What follows belongs to an exercise in optimizing a design on an open flow for small area, a short achievable clock period and few clock cycles; a production flow would make more cautious choices. In this exercise RTL edits were held to simulation tests only and were not proved equivalent to the original. Power is estimated from default activity; no workload was simulated.

== P ==
## square_multiply_modexp_trace
module square_multiply_modexp_trace #(
    parameter int unsigned EXP_WIDTH = 32,
    parameter int unsigned MOD_WIDTH = 32
) (
    input  logic         i_clk,
    input  logic         i_rst_n,
    input  logic         s_axis_tvalid,
    output logic         s_axis_tready,
    input  logic [95:0]  s_axis_tdata,
    output logic         m_axis_tvalid,
    input  logic         m_axis_tready,
    output logic [71:0]  m_axis_tdata,
    output logic         m_axis_tuser,
    output logic         m_axis_tlast
);
Size in the first run: roughly 260 flip-flops, ~180 I/O pins, roughly 20000 um^2 of cells after synthesis.
clock: 11.0 ns
lec_check: 0
cap_margin: 20
core_margin: 2
core_utilization: 50
place_density: 0.75
setup_slack_margin: 5
slew_margin: 20
standard.sh (not shown) runs the stock make flow with config.mk's settings and CLKGATE_MAP_FILE= SYNTH_SCRIPT=/design/flow/synth_recipe.tcl, a recipe that flattens the netlist after the stock synthesis.
==> flow/flow/run.sh <==
#!/bin/bash
# Layout flow: the standard layout (standard.sh, ORFS from synthesis to
# finish, unchanged synthesis), except that every input and output port gets
# a sky130_fd_sc_hd__buf_1 as its port buffer instead of the default cell that
# buffer_ports picks. The full output goes to standard.log in the work folder;
# ORFS keeps each step's own log under orfs/logs.
set -euo pipefail
bash standard.sh "BUFFER_PORTS_ARGS=-buffer_cell sky130_fd_sc_hd__buf_1" finish > standard.log 2>&1
P reached the final stage; the timing, DRC and antenna checks on its layout passed.
Testbench counts of P, summed over its fixed seeds: cycles 61,419.
The inputs of Q differ from those of P as listed below.
Settings: changing CORE_UTILIZATION from 50 to 55; changing PLACE_DENSITY from 0.75 to 0.8.
==> comparison <==
Going from P to Q, the wire length was found to have gone up by 4.4%. Compared with P, Q shows a area after detailed placement that is about 0.5% lower. Comparing Q and P, the higher combinational power was measured on Q. Relative to P, largest net degree at the start of global routing increased by 2 in Q. Compared with P, Q degrades smallest setup slack after layout. Timing startpoint of the critical path: r_d2 -> P, r_sq[1] -> Q. Q improves on P in wire length of the first global-routing pass.
### Q -> R
Settings: putting CTS_CLUSTER_SIZE at 8 where nothing was set; swapping 55 for 45 in CORE_UTILIZATION; swapping 0.8 for 0.7 in PLACE_DENSITY; putting CTS_BUF_LIST at sky130_fd_sc_hd__clkbuf_8 where nothing was set.
==> results.txt <==
Against Q, R reports a area growth from synthesis to layout that is higher. Diff Q -> R: finished layout cell area higher; design internal power higher; detailed-route wire length on metal 1 higher. Q has higher delay contributed by the slowest stage of the critical path than R. Delta (R minus Q): wire length moved up, instance count of the mapped netlist level.
## Diff of input files: S against R
Settings: setting SYNTH_MINIMUM_KEEP_SIZE to 1000 for the first time; removing CTS_BUF_LIST (formerly sky130_fd_sc_hd__clkbuf_8); removing CTS_CLUSTER_SIZE (formerly 8); setting SYNTH_HIERARCHICAL to 1 for the first time; changing CORE_UTILIZATION from 45 to 50; changing PLACE_DENSITY from 0.7 to 0.75.
## What came out
- R | stages: all done | timing, DRC, antenna: all pass
- S finished every stage and its layout cleared the timing, DRC and antenna checks.
- Multi-input combinational cell area: S vs R down about 0.7%
- Any difference in part of the power in the clock network between S and R is small enough to ignore.
- Summary — number of tap cells inserted, S relative to R: lower, by 68.

* * *

square_multiply_modexp_trace, a different RTL version from the one above (not shown whole).
Size in the first run: ~1400 cells after synthesis, ~190 flip-flops, ~180 I/O pins.
clock: 11.0 ns
lec_check: 0
cap_margin: 20
core_margin: 2
core_utilization: 40
cts_buf_list: sky130_fd_sc_hd__clkbuf_8
cts_cluster_size: 8
place_density: 0.75
setup_slack_margin: 5
slew_margin: 20
Scripts as last shown in full above: flow/flow/run.sh
Testbench counts at the start, summed over its fixed seeds: cycles 105,102.
Change:
Settings changed: CORE_UTILIZATION 40 to 60, PLACE_DENSITY 0.75 to 0.8.
Wire length shrinks by 2.3%. Worst setup slack got worse by 0.050 ns. Fmax shrinks by 0.85%. Non-clock buffer count shrinks by 2. Core utilization grows by 23 points. Synthesized cell count stays the same. Total power grows by 2.4%.
Change:
Settings changed: ABC_AREA set to 1, CORE_UTILIZATION 60 to 40, CTS_BUF_LIST sky130_fd_sc_hd__clkbuf_8 to not set, CTS_CLUSTER_SIZE 8 to not set, PLACE_DENSITY 0.8 to not set.
Non-clock buffer count goes up by 54. Wire length goes up by 3.4%. Sequential power goes up by 3.3%. Power goes up by 22%. Hold slack is worse by 0.036 ns. Final area goes up by 4.9%. Die area goes up by 44%. Cell count goes up by 24%.
Change:
Settings changed: ABC_AREA 1 to not set, CORE_UTILIZATION 40 to 50, CTS_BUF_LIST set to sky130_fd_sc_hd__clkbuf_8, CTS_CLUSTER_SIZE set to 6, PLACE_DENSITY set to 0.75.
The new run went through all stages and came out clean; power goes down by about a fifth; maximum frequency hardly moves; synthesized cell count goes down by about a fifth; die area goes down by about a fifth; routed wire length goes down slightly; non-clock buffer count goes down by 58; clock skew hardly moves; first-iteration DRC count goes up by well over a third; final cell count goes down by about a fifth; area after synthesis goes up by a few percent.
Change:
Settings changed: CORE_UTILIZATION 50 to 45, CTS_CLUSTER_SIZE 6 to 8, PLACE_DENSITY 0.75 to 0.7.
Outcome: Sequential share of layout area barely changes. Die area rises by 11%. Setup slack gets better by 0.059 ns. Worst hold slack hardly moves. Wire length went up by 0.36%. Register-to-register slack is better by 0.06 ns.
Change:
Settings changed: ABC_AREA set to 1, CORE_UTILIZATION 45 to 40, PLACE_DENSITY 0.7 to not set.
Synthesized area decreases by 2.9%; sequential cell count is unchanged; count of clock-buffer cells in the layout is unchanged; register-to-register slack gets worse by 0.11 ns; power went up by 20%; utilization is lower by 2.3 points; sequential power climbs by 2.9%; final cell count is higher by 19%; die area rises by 9.0%; global-route usage fell by 1.5 points; setup slack gets worse by 0.11 ns.

* * *

square_multiply_modexp_trace, a different RTL version from the one above (not shown whole).
Size: roughly 180 I/O pins, about 22000 µm² of cells after synthesis.
Design square_multiply_modexp_trace, start of the top module:
module square_multiply_modexp_trace #(
    parameter int unsigned EXP_WIDTH = 32,
    parameter int unsigned MOD_WIDTH = 32
) (
    input  logic         i_clk,
    input  logic         i_rst_n,
    input  logic         s_axis_tvalid,
    output logic         s_axis_tready,
    input  logic [95:0]  s_axis_tdata,
    output logic         m_axis_tvalid,
    input  logic         m_axis_tready,
    output logic [71:0]  m_axis_tdata,
    output logic         m_axis_tuser,
    output logic         m_axis_tlast
);
==> flow/config.mk <==
export PLATFORM = sky130hd
export DESIGN_NAME = square_multiply_modexp_trace
export DESIGN_NICKNAME = square_multiply_modexp_trace
export VERILOG_FILES = /design/flow/design.v
export SDC_FILE = /design/flow/constraint.sdc
export NUM_CORES = 4
export LEC_CHECK = 0
export CAP_MARGIN = 20
export CORE_MARGIN = 2
export CORE_UTILIZATION = 50
export PLACE_DENSITY = 0.75
export SETUP_SLACK_MARGIN = 5
export SLEW_MARGIN = 20
export SYNTH_HIERARCHICAL = 1
export SYNTH_MINIMUM_KEEP_SIZE = 1000
==> flow/constraint.sdc <==
create_clock -name core_clock -period 11.0 [get_ports {i_clk}]
set_input_delay 2.2000 -clock core_clock [delete_from_list [all_inputs] [get_ports {i_clk}]]
set_output_delay 2.2000 -clock core_clock [all_outputs]
set_load 0.01 [all_outputs]
Scripts as last shown in full above: flow/flow/run.sh
The starting point produced a clean layout.
Testbench counts at the start, summed over its fixed seeds: cycles 58,985.
Next try:
- PLACE_DENSITY: 0.75 -> 0.8
=> Routed wire length climbs by 1.8%; cell area climbs by 1.8%; sequential share of layout area drops by 0.55 points; worst setup slack degrades by 74 ps; via count climbs by 1.9%; synthesized area is unchanged; cell count climbs by 0.72%; power climbs by 2.7%; first-iteration DRC count climbs by 1.5%.
Next try:
- PLACE_DENSITY: 0.8 -> 0.75
- SYNTH_HIERARCHICAL: 1 -> not set
- SYNTH_MINIMUM_KEEP_SIZE: 1000 -> not set
After rerunning: Hold slack stays flat. Utilization grows by 1.8 points. Via count is about the same. Wire length grows by 2.4%. Worst setup slack gets worse by 460 ps.
Next try:
- CORE_UTILIZATION: 50 -> 45
- PLACE_DENSITY: 0.75 -> 0.7
The changed run passed the timing, DRC and antenna checks.
Final cell count went up by 0.80%.
Worst setup slack is better by 8.0 ps.
Non-clock buffer count shrinks by 10.
Count of clock-buffer cells in the layout went up by 3.
Sequential cell count stays the same.
Wire length grows by 0.96%.

* * *

The RTL this note starts from:
==> flow/design.v <==
package smme_pkg;
    localparam int unsigned FIELD_W = 32;
    localparam int unsigned ROW_W   = 5;
    typedef struct packed {
        logic [FIELD_W-1:0] base;
        logic [FIELD_W-1:0] expo;
        logic [FIELD_W-1:0] modulus;
        logic [5:0]         top;
        logic               empty;
    } t_job;
endpackage
module smme_step #(
    parameter int ARCH = 2
) (
    input  logic [33:0] i_a,
    input  logic [31:0] i_d,
    input  logic [31:0] i_m,
    output logic [31:0] o_r
);
    logic [34:0] w_s;
    logic [33:0] w_m3;
    logic [35:0] w_d1, w_d2, w_d3, w_d4;
    logic        w_c0, w_c1, w_c2, w_c3, w_c4, w_c5;
    smme_add #(35, ARCH) u_s (
        .i_a({1'b0, i_a}), .i_b({3'b000, i_d}), .i_c(1'b0),
        .o_s(w_s), .o_co(w_c0));
    smme_add #(34, ARCH) u_m3 (
        .i_a({2'b00, i_m}), .i_b({1'b0, i_m, 1'b0}), .i_c(1'b0),
        .o_s(w_m3), .o_co(w_c5));
    smme_add #(36, ARCH) u_d1 (
        .i_a({1'b0, w_s}), .i_b(~{4'b0000, i_m}), .i_c(1'b1),
        .o_s(w_d1), .o_co(w_c1));
    smme_add #(36, ARCH) u_d2 (
        .i_a({1'b0, w_s}), .i_b(~{3'b000, i_m, 1'b0}), .i_c(1'b1),
        .o_s(w_d2), .o_co(w_c2));
    smme_add #(36, ARCH) u_d3 (
        .i_a({1'b0, w_s}), .i_b(~{2'b00, w_m3}), .i_c(1'b1),
        .o_s(w_d3), .o_co(w_c3));
    smme_add #(36, ARCH) u_d4 (
        .i_a({1'b0, w_s}), .i_b(~{2'b00, i_m, 2'b00}), .i_c(1'b1),
        .o_s(w_d4), .o_co(w_c4));
    assign o_r = !w_d4[35] ? w_d4[31:0] :
                 !w_d3[35] ? w_d3[31:0] :
                 !w_d2[35] ? w_d2[31:0] :
                 !w_d1[35] ? w_d1[31:0] : w_s[31:0];
endmodule
module smme_add #(
    parameter int W = 32,
    parameter int ARCH = 1
) (
    input  logic [W-1:0] i_a,
    input  logic [W-1:0] i_b,
    input  logic         i_c,
    output logic [W-1:0] o_s,
    output logic         o_co
);
    logic [W-1:0] p, g, G, P;
    always_comb begin
        p = i_a ^ i_b;
        g = i_a & i_b;
        g[0] = g[0] | (p[0] & i_c);
        G = g;
        P = p;
        if (ARCH == 0) begin
            for (int i = 1; i < W; i++) begin
                G[i] = G[i] | (P[i] & G[i-1]);
                P[i] = P[i] & P[i-1];
            end
        end else if (ARCH == 1) begin
            for (int l = 0; (1 << l) < W; l++)
                for (int i = (2 << l) - 1; i < W; i += (2 << l)) begin
                    G[i] = G[i] | (P[i] & G[i - (1 << l)]);
                    P[i] = P[i] & P[i - (1 << l)];
                end
            for (int l = 6; l >= 0; l--)
                for (int i = 3 * (1 << l) - 1; i < W; i += (2 << l)) begin
                    G[i] = G[i] | (P[i] & G[i - (1 << l)]);
                    P[i] = P[i] & P[i - (1 << l)];
                end
        end else if (ARCH == 2) begin
            for (int l = 0; (1 << l) < W; l++)
                for (int i = 0; i < W; i++)
                    if ((i >> l) & 1) begin
                        G[i] = G[i] | (P[i] & G[((i >> l) << l) - 1]);
                        P[i] = P[i] & P[((i >> l) << l) - 1];
                    end
        end else begin
            for (int l = 0; (1 << l) < W; l++)
                for (int i = W - 1; i >= (1 << l); i--) begin
                    G[i] = G[i] | (P[i] & G[i - (1 << l)]);
                    P[i] = P[i] & P[i - (1 << l)];
                end
        end
        o_s[0] = p[0] ^ i_c;
        for (int i = 1; i < W; i++) o_s[i] = p[i] ^ G[i-1];
        o_co = G[W-1];
    end
endmodule
module square_multiply_modexp_trace #(
    parameter int unsigned EXP_WIDTH = 32,
    parameter int unsigned MOD_WIDTH = 32
) (
    input  logic         i_clk,
    input  logic         i_rst_n,
    input  logic         s_axis_tvalid,
    output logic         s_axis_tready,
    input  logic [95:0]  s_axis_tdata,
    output logic         m_axis_tvalid,
    input  logic         m_axis_tready,
    output logic [71:0]  m_axis_tdata,
    output logic         m_axis_tuser,
    output logic         m_axis_tlast
);
    logic q_idle, q_red, q_sqr, q_mul;
    logic [31:0] r_m;      
    logic [32:0] r_e;      
    logic        r_ez;     
    logic [31:0] r_b;      
    logic [31:0] r_acc;    
    logic [31:0] r_sq;     
    logic [31:0] r_p2;     
    logic [31:0] r_p3;     
    logic [3:0]  r_cnt;    
    logic        r_pre2;   
    logic        r_pre3;   
    logic [4:0]  r_row;
    logic        r_valid, r_bit, r_last, r_user;
    logic        r_as4, r_aa4, r_aa2, r_as2;
    logic        r_da, r_ds, r_d2, r_d3;
    logic [1:0]  r_rd;
    logic [33:0] w_a;
    logic [31:0] w_d, w_res;
    assign w_a = ({34{r_as4}} & {r_sq, 2'b00}) | ({34{r_aa4}} & {r_acc, 2'b00})
               | ({34{r_aa2}} & {1'b0, r_acc, 1'b0}) | ({34{r_as2}} & {1'b0, r_sq, 1'b0});
    assign w_d = ({32{r_da}} & r_acc) | ({32{r_ds}} & r_sq)
               | ({32{r_d2}} & r_p2) | ({32{r_d3}} & r_p3) | {30'd0, r_rd};
    smme_step u_step (.i_a(w_a), .i_d(w_d), .i_m(r_m), .o_r(w_res));
    logic [31:0] w_src;
    logic [3:0]  w_lead, w_next;
    logic [1:0]  w_dn, w_dv;
    logic        w_pre, w_last, w_jmp, w_acc_pre;
    assign w_src = q_sqr ? r_acc : r_b;            
    assign w_pre = r_pre2 | r_pre3;
    always_comb begin
        w_lead = 4'd0;
        for (int k = 1; k < 16; k++)
            if (w_src[2*k +: 2] != 2'b00) w_lead = 4'(k);
    end
    assign w_last = !w_pre && r_cnt == 4'd0;
    assign w_dv   = w_src[2*w_lead +: 2];
    assign w_jmp  = r_pre3 && w_lead != 4'd0;
    assign w_acc_pre = w_lead != 4'd0 && ((r_pre2 && w_dv == 2'd2) || (r_pre3 && w_dv == 2'd3));
    assign w_next = r_pre3 ? (w_jmp ? w_lead - 4'd1 : 4'd0) : r_cnt - 4'd1;
    assign w_dn   = w_src[2*w_next +: 2];
    logic w_op, w_hold, w_run, w_end, w_empty, w_tomul, w_emit, w_done, w_gosq, w_skip;
    logic w_ebit, w_elast;
    assign w_ebit  = r_e[32];                      
    assign w_elast = (r_e[31:0] == 32'h8000_0000);   
    assign w_op    = q_red | q_sqr | q_mul;
    assign w_hold  = r_valid && !m_axis_tready;    
    assign w_run   = w_op && !w_hold && !(q_red && w_last && !w_ebit && !r_ez);
    assign w_end   = w_run && w_last;
    assign w_empty = q_red && r_ez;                
    assign w_tomul = q_sqr && w_ebit;
    assign w_emit  = w_end && !w_tomul;            
    assign w_done  = w_emit && (w_empty || w_elast);   
    assign w_gosq  = w_emit && !w_done;
    assign w_skip  = q_red && !w_ebit && !r_ez;
    always_ff @(posedge i_clk) begin
        if (q_idle) begin
            r_m   <= s_axis_tdata[95:64];
            r_e   <= {s_axis_tdata[63:32], 1'b1};
            r_ez  <= (s_axis_tdata[63:32] == 32'd0);
            r_b   <= s_axis_tdata[31:0];
            r_cnt <= 4'd15;
            r_pre2 <= 1'b0;
            r_pre3 <= 1'b0;
            {r_as4, r_aa4, r_aa2, r_as2} <= 4'b0000;
            {r_da, r_ds, r_d2, r_d3} <= 4'b0000;
            r_rd <= (s_axis_tdata[63:32] != 32'd0) ? s_axis_tdata[31:30] : 2'b00;
        end else begin
            if (w_skip || w_gosq) r_e <= {r_e[31:0], 1'b0};
            if (q_sqr && r_pre2 && r_row == 5'd0) r_b <= r_acc;
            if (w_run) begin
                r_pre2 <= w_end;
                r_pre3 <= r_pre2;
                r_cnt  <= w_next;
                r_rd   <= 2'b00;
                if (w_end) begin
                    {r_as4, r_aa4} <= 2'b00;
                    r_aa2 <= w_gosq;
                    r_as2 <= w_tomul;
                    {r_da, r_ds, r_d2, r_d3} <= 4'b0000;
                end else if (r_pre2) begin
                    {r_da, r_ds} <= {q_sqr, q_mul};
                    {r_d2, r_d3} <= 2'b00;
                end else begin
                    r_as4 <= r_pre3 ? (w_jmp && (q_sqr ^ (w_dv == 2'd1))) : q_sqr;
                    r_aa4 <= r_pre3 ? (w_jmp && !(q_sqr ^ (w_dv == 2'd1))) : !q_sqr;
                    {r_aa2, r_as2} <= 2'b00;
                    r_da <= q_sqr && w_dn == 2'd1;
                    r_ds <= q_mul && w_dn == 2'd1;
                    r_d2 <= !q_red && w_dn == 2'd2;
                    r_d3 <= !q_red && w_dn == 2'd3;
                    r_rd <= (q_red && !r_ez) ? w_dn : 2'b00;
                end
            end
        end
        if (w_run) begin
            if (r_pre2) r_p2 <= w_res;
            if (r_pre3) r_p3 <= w_res;
            if (w_pre) begin
                if (w_acc_pre) begin
                    if (q_sqr) r_sq <= w_res;
                    else       r_acc <= w_res;
                end
            end else if (q_sqr) begin
                r_sq <= w_res;
                if (w_end) r_acc <= w_res;
            end else begin
                r_acc <= w_res;
            end
        end
        if (w_emit) begin
            r_bit  <= !w_empty && (q_red || q_mul);
            r_row  <= q_red ? 5'd0 : r_row + 5'd1;
            r_last <= w_done;
            r_user <= w_empty;
        end
        if (!i_rst_n) begin
            q_idle  <= 1'b1;
            q_red   <= 1'b0;
            q_sqr   <= 1'b0;
            q_mul   <= 1'b0;
            r_valid <= 1'b0;
        end else begin
            r_valid <= w_emit || w_hold;
            if (q_idle && s_axis_tvalid) begin
                q_idle <= 1'b0;
                q_red  <= 1'b1;
            end
            if (w_end) begin
                q_red  <= 1'b0;
                q_sqr  <= w_gosq;
                q_mul  <= w_tomul;
                q_idle <= w_done;
            end
        end
    end
    assign s_axis_tready = q_idle;
    assign m_axis_tvalid = r_valid;
    assign m_axis_tdata  = {2'b00, r_row, r_acc,
                            (r_row == 5'd0) ? {31'd0, !r_user} : r_sq, r_bit};
    assign m_axis_tuser  = r_user;
    assign m_axis_tlast  = r_last;
endmodule
Settings: LEC_CHECK=0, CAP_MARGIN=20, CORE_MARGIN=2, CORE_UTILIZATION=40, PLACE_DENSITY=0.6, SETUP_SLACK_MARGIN=5, SLEW_MARGIN=20, SYNTH_HIERARCHICAL=1; clock period 11.0 ns.
Scripts as last shown in full above: flow/flow/run.sh
Testbench counts at the start, summed over its fixed seeds: cycles 57,882.
Change:
- CORE_UTILIZATION: 40 -> 50
- PLACE_DENSITY: 0.6 -> 0.75
- SYNTH_HIERARCHICAL: 1 -> unset
What happened: Cell area came out lower by 6.0%. Power came out lower by 15%. Critical path depth came out higher by 2. Final cell count came out lower by 14%. Maximum frequency came out lower by 6.9%. Hold slack improved by 0.027 ns. Die area came out lower by 28%. Setup slack got worse by 0.43 ns.
Change:
- CORE_UTILIZATION: 50 -> 45
- PLACE_DENSITY: 0.75 -> 0.7
Outcome: Synthesized cell count is unchanged. Synthesized area does not change. Non-clock buffer count came out higher by 61.
Change:
- CORE_UTILIZATION: 45 -> 50
- PLACE_DENSITY: 0.7 -> 0.75
- SYNTH_HIERARCHICAL: unset -> 1
=> The changed run finished clean. Critical path depth does not change. Setup slack gains 0.34 ns. Cell area came out higher by about 2.7%. First-iteration DRC count came out lower by about 23%. Synthesized cell count came out higher by 13%. Utilization came out higher by 0.67 points. Routed wire length came out lower by about 2.8%.

-- separate check: timing with driven ports --
How much do the figures lean on ideal ports? The routed layouts below were timed once more, with nothing changed but the port constraints. Step 1 (the two cells are an assumption about what drives the block):
set clk [get_ports {i_clk}]
set_driving_cell -lib_cell sky130_fd_sc_hd__clkbuf_16 $clk
set_driving_cell -lib_cell sky130_fd_sc_hd__buf_2 [delete_from_list [all_inputs] $clk]
Step 2 times the ports against the registers' clock, not the clock port: input delays grow and output delays shrink by t, the midpoint of the rising clock arrivals with the driver on. a / b / c = ideal ports / drivers / drivers and shift; a / b = the first two.
run	shift t [ns]	setup slack, ns	cell pins on the clock port's net
P	0.649	4.990 / 4.990 / 4.990	1
Q	0.649	4.475 / 4.475 / 4.475	1
R	0.704	4.902 / 4.902 / 4.902	1
S	0.649	4.875 / 4.875 / 4.875	1
the first run of note 2	0.523	5.196 / 5.196 / 5.196	1
the second run of note 2	0.530	5.147 / 5.147 / 5.147	1
the third run of note 2	0.502	5.171 / 5.171 / 5.171	1
the fourth run of note 2	0.530	5.185 / 5.185 / 5.185	1
the fifth run of note 2	0.534	5.244 / 5.244 / 5.244	1
the sixth run of note 2	0.540	5.137 / 5.137 / 5.137	1
the first run of note 3	0.659	5.128 / 5.128 / 5.128	1
the second run of note 3	0.655	5.055 / 5.055 / 5.055	1
the third run of note 3	0.653	4.592 / 4.592 / 4.592	1
the fourth run of note 3	0.653	4.600 / 4.600 / 4.600	1
the first run of note 4	0.653	5.177 / 5.177 / 5.177	1
the second run of note 4	0.661	4.743 / 4.743 / 4.743	1
the third run of note 4	0.647	4.813 / 4.813 / 4.813	1
the fourth run of note 4	0.651	5.148 / 5.148 / 5.148	1
After both steps setup and hold are still met in every run listed.
